This design comes from an exercise in tuning for small area and a short achievable clock period on the open sky130 flow, not from production work.
RTL that was checked went through simulation tests only; none was proved equivalent to the original.
Power is estimated from default activity; no workload was simulated.

==> module fifo16, before the edit <==
module fifo16 (
	input  logic               clk,
	input  logic               reset_L,
	input  logic               i_wr,
	input  logic [6-1:0] i_wr_data,
	input  logic               i_rd,
	output logic [6-1:0] o_head,
	output logic               o_hv,
	output logic               o_overrun
);
	logic [6-1:0] head;
	logic [6-1:0] body [16-1];
	logic [6-1:0] body_head;
	logic               hv;
	logic [7:0]         bcnt;
	logic [15:0]        bsel;
	logic               overrun;
	logic               b_empty;
	logic               full;
	logic               wr_ok;
	always_comb begin
		bsel[0] = !bcnt[7] && !bcnt[0];
		bsel[8] =  bcnt[7] &&  bcnt[0];
		for (int k = 1; k < 8; k++) begin
			bsel[k]     =  bcnt[k-1] && !bcnt[k];
			bsel[k + 8] = !bcnt[k-1] &&  bcnt[k];
		end
	end
	assign b_empty = bsel[0];
	assign full    = hv && bsel[15];
	assign wr_ok = i_wr && (!full || i_rd);
	always_ff @(posedge clk) begin
		if (wr_ok && hv) begin
			body[0] <= i_wr_data;
			for (int k = 1; k < 16-1; k++)
				body[k] <= body[k-1];
		end
	end
	always_comb begin
		body_head = '0;
		for (int k = 1; k < 16; k++)
			body_head = body_head | ({6{bsel[k]}} & body[k-1]);
	end
	always_ff @(posedge clk) begin
		if (i_rd && !b_empty)
			head <= body_head;
		else if (wr_ok && (!hv || i_rd))
			head <= i_wr_data;
	end
	always_ff @(posedge clk) begin
		if (!reset_L) begin
			hv      <= 1'b0;
			bcnt    <= 8'd0;
			overrun <= 1'b0;
		end else begin
			hv <= wr_ok || (hv && !(i_rd && b_empty));
			if (wr_ok && hv && !i_rd)
				bcnt <= {bcnt[6:0], !bcnt[7]};
			else if (i_rd && !b_empty && !wr_ok)
				bcnt <= {!bcnt[0], bcnt[7:1]};
			if (i_wr)
				overrun <= !wr_ok;
		end
	end
	assign o_head    = head;
	assign o_hv      = hv;
	assign o_overrun = overrun;
endmodule
clock: 5.0 ns
lec_check: 0
cap_margin: 20
core_margin: 2
core_utilization: 45
cts_buf_list: sky130_fd_sc_hd__clkbuf_8
cts_cluster_diameter: 50
cts_cluster_size: 16
place_density: 0.6
setup_slack_margin: 2.2
slew_margin: 20
standard.sh (not shown) runs the stock make flow with config.mk's settings and CLKGATE_MAP_FILE= SYNTH_SCRIPT=/design/flow/synth_recipe.tcl, a recipe that flattens the netlist after the stock synthesis.
==> flow/flow/run.sh <==
#!/bin/bash
# Standard synthesis, then the combinational logic re-mapped by ABC with a
# delay target (registers untouched), then the standard layout steps.
set -euo pipefail
W=$(pwd)
R=$W/orfs/results/$FLOW_PLATFORM/flow_switch_top/base
LIB=$FLOW_HOME/platforms/sky130hd/lib/sky130_fd_sc_hd__tt_025C_1v80.lib
DELAY=${REMAP_DELAY_PS:-2000}
bash standard.sh synth > $W/synth.log 2>&1
cp $R/1_2_yosys.v $W/std_synth.v
sed -e "s|@LIB@|$LIB|g" -e "s|@IN@|$W/std_synth.v|g" -e "s|@OUT@|$W/remap.v|g" \
    -e "s|@DELAY@|$DELAY|g" -e "s|@CONSTR@|$W/flow/abc.constr|g" flow/remap.ys.in > $W/remap.ys
yosys -s $W/remap.ys > $W/remap.log 2>&1
cp $W/remap.v $R/1_2_yosys.v
rm -f $R/1_synth.odb $R/1_synth.sdc
bash standard.sh MATCH_CELL_FOOTPRINT=0 'BUFFER_PORTS_ARGS=-buffer_cell sky130_fd_sc_hd__buf_2' finish > $W/finish.log 2>&1
Other scripts of this flow, unchanged in this note and not shown: flow/flow/abc.constr, flow/flow/remap.ys.in
Rerun with:
--- a/flow/design.v
+++ b/flow/design.v
@@ -49,24 +49,39 @@
 	logic [7:0]         bcnt;
 	logic [15:0]        bsel;
 	logic               overrun;
 	logic               b_empty;
 	logic               full;
-	logic               wr_ok;
 	always_comb begin
 		bsel[0] = !bcnt[7] && !bcnt[0];
 		bsel[8] =  bcnt[7] &&  bcnt[0];
 		for (int k = 1; k < 8; k++) begin
 			bsel[k]     =  bcnt[k-1] && !bcnt[k];
 			bsel[k + 8] = !bcnt[k-1] &&  bcnt[k];
 		end
 	end
 	assign b_empty = bsel[0];
 	assign full    = hv && bsel[15];
-	assign wr_ok = i_wr && (!full || i_rd);
+	logic               body_en;
+	logic               head_en_rd, head_en_nr;
+	logic [6-1:0] head_d_rd, head_d_nr;
+	logic               hv_rd, hv_nr;
+	logic [7:0]         bcnt_rd, bcnt_nr;
+	logic               ovr_rd, ovr_nr;
+	assign hv_rd      = i_wr || !b_empty;
+	assign head_en_rd = i_wr || !b_empty;
+	assign head_d_rd  = b_empty ? i_wr_data : body_head;
+	assign bcnt_rd    = (!b_empty && !i_wr) ? {!bcnt[0], bcnt[7:1]} : bcnt;
+	assign ovr_rd     = i_wr ? 1'b0 : overrun;
+	assign hv_nr      = hv || (i_wr && !full);
+	assign head_en_nr = i_wr && !hv;
+	assign head_d_nr  = i_wr_data;
+	assign bcnt_nr    = (i_wr && hv && !full) ? {bcnt[6:0], !bcnt[7]} : bcnt;
+	assign ovr_nr     = i_wr ? full : overrun;
+	assign body_en = i_wr && (i_rd || (hv && !full));
 	always_ff @(posedge clk) begin
-		if (wr_ok && hv) begin
+		if (body_en) begin
 			body[0] <= i_wr_data;
 			for (int k = 1; k < 16-1; k++)
 				body[k] <= body[k-1];
 		end
 	end
@@ -74,28 +89,22 @@
 		body_head = '0;
 		for (int k = 1; k < 16; k++)
 			body_head = body_head | ({6{bsel[k]}} & body[k-1]);
 	end
 	always_ff @(posedge clk) begin
-		if (i_rd && !b_empty)
-			head <= body_head;
-		else if (wr_ok && (!hv || i_rd))
-			head <= i_wr_data;
+		if (i_rd ? head_en_rd : head_en_nr)
+			head <= i_rd ? head_d_rd : head_d_nr;
 	end
 	always_ff @(posedge clk) begin
 		if (!reset_L) begin
 			hv      <= 1'b0;
 			bcnt    <= 8'd0;
 			overrun <= 1'b0;
 		end else begin
-			hv <= wr_ok || (hv && !(i_rd && b_empty));
-			if (wr_ok && hv && !i_rd)
-				bcnt <= {bcnt[6:0], !bcnt[7]};
-			else if (i_rd && !b_empty && !wr_ok)
-				bcnt <= {!bcnt[0], bcnt[7:1]};
-			if (i_wr)
-				overrun <= !wr_ok;
+			hv      <= i_rd ? hv_rd   : hv_nr;
+			bcnt    <= i_rd ? bcnt_rd : bcnt_nr;
+			overrun <= i_rd ? ovr_rd  : ovr_nr;
 		end
 	end
 	assign o_head    = head;
 	assign o_hv      = hv;
 	assign o_overrun = overrun;
Outcome:
- first-iteration DRC count falls slightly
- utilization rises by 0.47 points
- via count is about the same
- maximum frequency came out lower slightly
- setup slack is worse by 0.048 ns
- worst hold slack is better by 0.014 ns
- sequential share of layout area falls by 0.59 points
- sequential power goes up slightly
- combinational power is about the same
- count of clock-buffer cells in the layout went down by 8
- clock skew climbs by 0.0068 ns
For the second run of this note, only the layout was checked, not whether the RTL still works.

---

flow_switch_top, a different RTL version from the one above (not shown whole).
For scale: ~2,000 cells after synthesis, roughly 87 I/O pins, about 0.029 mm² of cells after synthesis.
==> module fifo16_out, before the edit <==
module fifo16_out (
	input  logic       clk,
	input  logic       reset_L,
	input  logic       i_wr,
	input  logic [3:0] i_wr_data,
	input  logic       i_rd,
	input  logic [3:0] i_af,
	input  logic       i_af_wr,
	input  logic [3:0] i_af_wdata,
	output logic [3:0] o_head,
	output logic       o_empty,
	output logic       o_af,
	output logic       o_underrun
);
	logic [3:0] head;
	logic [3:0] body [16-1];
	logic [4:0] fill;
	logic [4:0] fill_next;
	logic [3:0] bidx;
	logic       empty;
	logic       af;
	logic       underrun;
	logic       b_empty;
	logic       rd_ok;
	logic       up;
	logic       dn;
	logic [3:0] af_next;
	assign b_empty = (fill[4:1] == 4'd0);
	assign rd_ok   = i_rd && !empty;
	assign up      = i_wr && !rd_ok;
	assign dn      = rd_ok && !i_wr;
	assign bidx    = 4'(fill - 5'd2);
	always_ff @(posedge clk) begin
		if (i_wr && !empty) begin
			body[0] <= i_wr_data;
			for (int k = 1; k < 16-1; k++)
				body[k] <= body[k-1];
		end
	end
	always_ff @(posedge clk) begin
		if (rd_ok && !b_empty)
			head <= body[bidx];
		else if (i_wr && (empty || rd_ok))
			head <= i_wr_data;
	end
	assign fill_next = up ? fill + 5'd1 : dn ? fill - 5'd1 : fill;
	assign af_next = i_af_wr ? i_af_wdata : i_af;
	always_ff @(posedge clk) begin
		if (!reset_L) begin
			fill     <= 5'd0;
			empty    <= 1'b1;
			af       <= 1'b0;
			underrun <= 1'b0;
		end else begin
			fill  <= fill_next;
			empty <= (fill_next == 5'd0);
			af    <= (fill_next >= {1'b0, af_next});
			if (i_rd)
				underrun <= empty;
		end
	end
	assign o_head     = head;
	assign o_empty    = empty;
	assign o_af       = af;
	assign o_underrun = underrun;
endmodule
==> flow/config.mk <==
export PLATFORM = sky130hd
export DESIGN_NAME = flow_switch_top
export DESIGN_NICKNAME = flow_switch_top
export VERILOG_FILES = /design/flow/design.v
export SDC_FILE = /design/flow/constraint.sdc
export NUM_CORES = 4
export LEC_CHECK = 0
export CAP_MARGIN = 20
export CORE_MARGIN = 2
export CORE_UTILIZATION = 45
export CTS_BUF_LIST = sky130_fd_sc_hd__clkbuf_8
export CTS_CLUSTER_DIAMETER = 50
export CTS_CLUSTER_SIZE = 16
export PLACE_DENSITY = 0.6
export SETUP_SLACK_MARGIN = 2.2
export SLEW_MARGIN = 20
==> flow/constraint.sdc <==
create_clock -name core_clock -period 5.0 [get_ports {clk}]
set_input_delay 1.0000 -clock core_clock [delete_from_list [all_inputs] [get_ports {clk}]]
set_output_delay 1.0000 -clock core_clock [all_outputs]
set_load 0.01 [all_outputs]
Scripts as last shown in full above: flow/flow/run.sh
Other scripts of this flow, unchanged in this note and not shown: flow/flow/abc.constr, flow/flow/remap.ys.in
Next try:
--- a/flow/design.v
+++ b/flow/design.v
@@ -349,13 +349,12 @@
 	logic       af;
 	logic       underrun;
 	logic       b_empty;
 	logic       rd_ok;
 	logic       up;
 	logic       dn;
-	logic [3:0] af_next;
 	assign b_empty = (fill[4:1] == 4'd0);
 	assign rd_ok   = i_rd && !empty;
 	assign up      = i_wr && !rd_ok;
 	assign dn      = rd_ok && !i_wr;
 	assign bidx    = 4'(fill - 5'd2);
 	always_ff @(posedge clk) begin
@@ -369,23 +368,21 @@
 		if (rd_ok && !b_empty)
 			head <= body[bidx];
 		else if (i_wr && (empty || rd_ok))
 			head <= i_wr_data;
 	end
 	assign fill_next = up ? fill + 5'd1 : dn ? fill - 5'd1 : fill;
-	assign af_next = i_af_wr ? i_af_wdata : i_af;
+	assign af = (fill >= {1'b0, i_af});
 	always_ff @(posedge clk) begin
 		if (!reset_L) begin
 			fill     <= 5'd0;
 			empty    <= 1'b1;
-			af       <= 1'b0;
 			underrun <= 1'b0;
 		end else begin
 			fill  <= fill_next;
 			empty <= (fill_next == 5'd0);
-			af    <= (fill_next >= {1'b0, af_next});
 			if (i_rd)
 				underrun <= empty;
 		end
 	end
 	assign o_head     = head;
 	assign o_empty    = empty;
Outcome:
- total power falls slightly
- routed wire length rises by roughly a tenth
- global-route usage rises by 0.87 points
- design area rises by a few percent
- setup slack degrades by 140 ps
- via count rises by a few percent
- core utilization rises by 3.6 points
- maximum frequency falls by a few percent
- register-to-register slack degrades by 230 ps
The RTL of the second run of this note was laid out without a check of its function.

---

== old ==
flow_switch_top, a different RTL version from the one above (not shown whole).
For scale: roughly 2,100 cells after synthesis, ~87 I/O pins.
==> module fifo16_out, before the edit <==
module fifo16_out (
	input  logic       clk,
	input  logic       reset_L,
	input  logic       i_wr,
	input  logic [3:0] i_wr_data,
	input  logic       i_rd,
	input  logic [3:0] i_af,
	input  logic       i_af_wr,
	input  logic [3:0] i_af_wdata,
	output logic [3:0] o_head,
	output logic       o_empty,
	output logic       o_af,
	output logic       o_underrun
);
	logic [3:0] head;
	logic [3:0] body [16-1];
	logic [4:0] fill;
	logic [4:0] fill_next;
	logic [3:0] bidx;
	logic       empty;
	logic       af;
	logic       underrun;
	logic       b_empty;
	logic       rd_ok;
	logic       up;
	logic       dn;
	logic       af_up;
	logic       af_hold;
	logic       af_dn;
	assign b_empty = (fill[4:1] == 4'd0);
	assign rd_ok   = i_rd && !empty;
	assign up      = i_wr && !rd_ok;
	assign dn      = rd_ok && !i_wr;
	assign bidx    = 4'(fill - 5'd2);
	always_ff @(posedge clk) begin
		if (i_wr && !empty) begin
			body[0] <= i_wr_data;
			for (int k = 1; k < 16-1; k++)
				body[k] <= body[k-1];
		end
	end
	always_ff @(posedge clk) begin
		if (rd_ok && !b_empty)
			head <= body[bidx];
		else if (i_wr && (empty || rd_ok))
			head <= i_wr_data;
	end
	assign fill_next = up ? fill + 5'd1 : dn ? fill - 5'd1 : fill;
	assign af_up   = ({1'b0, fill} + 6'd1 >= {2'b0, i_af});
	assign af_hold = (fill >= {1'b0, i_af});
	assign af_dn   = (fill > {1'b0, i_af});
	always_ff @(posedge clk) begin
		if (!reset_L) begin
			fill     <= 5'd0;
			empty    <= 1'b1;
			af       <= 1'b0;
			underrun <= 1'b0;
		end else begin
			fill  <= fill_next;
			empty <= (fill_next == 5'd0);
			if (i_af_wr)
				af <= (fill_next >= {1'b0, i_af_wdata});
			else
				af <= up ? af_up : dn ? af_dn : af_hold;
			if (i_rd)
				underrun <= empty;
		end
	end
	assign o_head     = head;
	assign o_empty    = empty;
	assign o_af       = af;
	assign o_underrun = underrun;
endmodule
==> flow/config.mk <==
export PLATFORM = sky130hd
export DESIGN_NAME = flow_switch_top
export DESIGN_NICKNAME = flow_switch_top
export VERILOG_FILES = /design/flow/design.v
export SDC_FILE = /design/flow/constraint.sdc
export NUM_CORES = 4
export LEC_CHECK = 0
export CAP_MARGIN = 20
export CORE_MARGIN = 2
export CORE_UTILIZATION = 45
export CTS_BUF_LIST = sky130_fd_sc_hd__clkbuf_8
export CTS_CLUSTER_DIAMETER = 50
export CTS_CLUSTER_SIZE = 16
export PLACE_DENSITY = 0.6
export SETUP_SLACK_MARGIN = 2.2
export SLEW_MARGIN = 20
==> flow/constraint.sdc <==
create_clock -name core_clock -period 5.0 [get_ports {clk}]
set_input_delay 1.0000 -clock core_clock [delete_from_list [all_inputs] [get_ports {clk}]]
set_output_delay 1.0000 -clock core_clock [all_outputs]
set_load 0.01 [all_outputs]
Scripts as last shown in full above: flow/flow/run.sh
Other scripts of this flow, unchanged in this note and not shown: flow/flow/abc.constr, flow/flow/remap.ys.in
Input changes introduced in new (baseline for comparison: old):
diff --git a/flow/design.v b/flow/design.v
--- a/flow/design.v
+++ b/flow/design.v
@@ -360,15 +360,13 @@
 	logic       af;
 	logic       underrun;
 	logic       b_empty;
 	logic       rd_ok;
 	logic       up;
 	logic       dn;
-	logic       af_up;
-	logic       af_hold;
-	logic       af_dn;
+	logic [3:0] af_next;
 	assign b_empty = (fill[4:1] == 4'd0);
 	assign rd_ok   = i_rd && !empty;
 	assign up      = i_wr && !rd_ok;
 	assign dn      = rd_ok && !i_wr;
 	assign bidx    = 4'(fill - 5'd2);
 	always_ff @(posedge clk) begin
@@ -382,28 +380,23 @@
 		if (rd_ok && !b_empty)
 			head <= body[bidx];
 		else if (i_wr && (empty || rd_ok))
 			head <= i_wr_data;
 	end
 	assign fill_next = up ? fill + 5'd1 : dn ? fill - 5'd1 : fill;
-	assign af_up   = ({1'b0, fill} + 6'd1 >= {2'b0, i_af});
-	assign af_hold = (fill >= {1'b0, i_af});
-	assign af_dn   = (fill > {1'b0, i_af});
+	assign af_next = i_af_wr ? i_af_wdata : i_af;
 	always_ff @(posedge clk) begin
 		if (!reset_L) begin
 			fill     <= 5'd0;
 			empty    <= 1'b1;
 			af       <= 1'b0;
 			underrun <= 1'b0;
 		end else begin
 			fill  <= fill_next;
 			empty <= (fill_next == 5'd0);
-			if (i_af_wr)
-				af <= (fill_next >= {1'b0, i_af_wdata});
-			else
-				af <= up ? af_up : dn ? af_dn : af_hold;
+			af    <= (fill_next >= {1'b0, af_next});
 			if (i_rd)
 				underrun <= empty;
 		end
 	end
 	assign o_head     = head;
 	assign o_empty    = empty;
Notes after the runs:
Relative to old, net switching power of the design has increased by about 2.4% in new.
The clock transition at the registers of the reported paths of new and that of old are within noise of each other.
Effective utilization at floorplan is lower on new
Comparing new with old, the power in sequential cells came out essentially unchanged.
Post-route minimum period in new is 110 ps higher than in old
On number of cells upsized or downsized after cts, the higher figure sits with old, not new.
In new the worst setup slack turned out 110 ps lower than in old.
Relative to old, the count of fill cells added during filler insertion of new is lower by 117.
For old, only the layout was checked, not whether the RTL still works.

## what the ideal ports hide
In the flow no input, the clock included, has a driving cell. The finished layouts below were timed again as built, in two steps. Step 1, drivers: a clkbuf_16 drives clk and a buf_2 each remaining input, both assumed. Step 2 adds t to the input delays and takes it off the output delays; t is the mean of the earliest and latest rising clock arrival at the registers after step 1. Input paths then give back, and output paths get back, about the clock's delay inside the block. a / b / c = ideal ports / drivers / drivers and shift; a / b = the first two.
run	t (ns)	slack for setup (ns)	worst setup path after step 2	latest minus earliest clock arrival (ns)	slew at the worst register clock pin (ns)
the first run of note 1	0.749	2.201 / 2.124 / 1.839	input to register	0.040 / 0.040	0.10 / 0.10
the second run of note 1	0.742	2.154 / 2.037 / 1.652	input to register	0.049 / 0.049	0.10 / 0.10
the first run of note 2	0.739	2.062 / 2.008 / 1.759	input to register	0.042 / 0.042	0.10 / 0.10
the second run of note 2	0.746	1.924 / 1.924 / 1.709	input to register	0.039 / 0.039	0.11 / 0.11
old	0.738	2.171 / 2.106 / 1.815	input to register	0.043 / 0.043	0.10 / 0.10
new	0.742	2.062 / 2.011 / 1.881	input to register	0.054 / 0.055	0.11 / 0.11
After both steps every run listed still meets setup and hold. For the second run of note 1, which loses most, drivers alone change the setup slack by -0.117 ns; drivers and shift together by -0.502 ns.
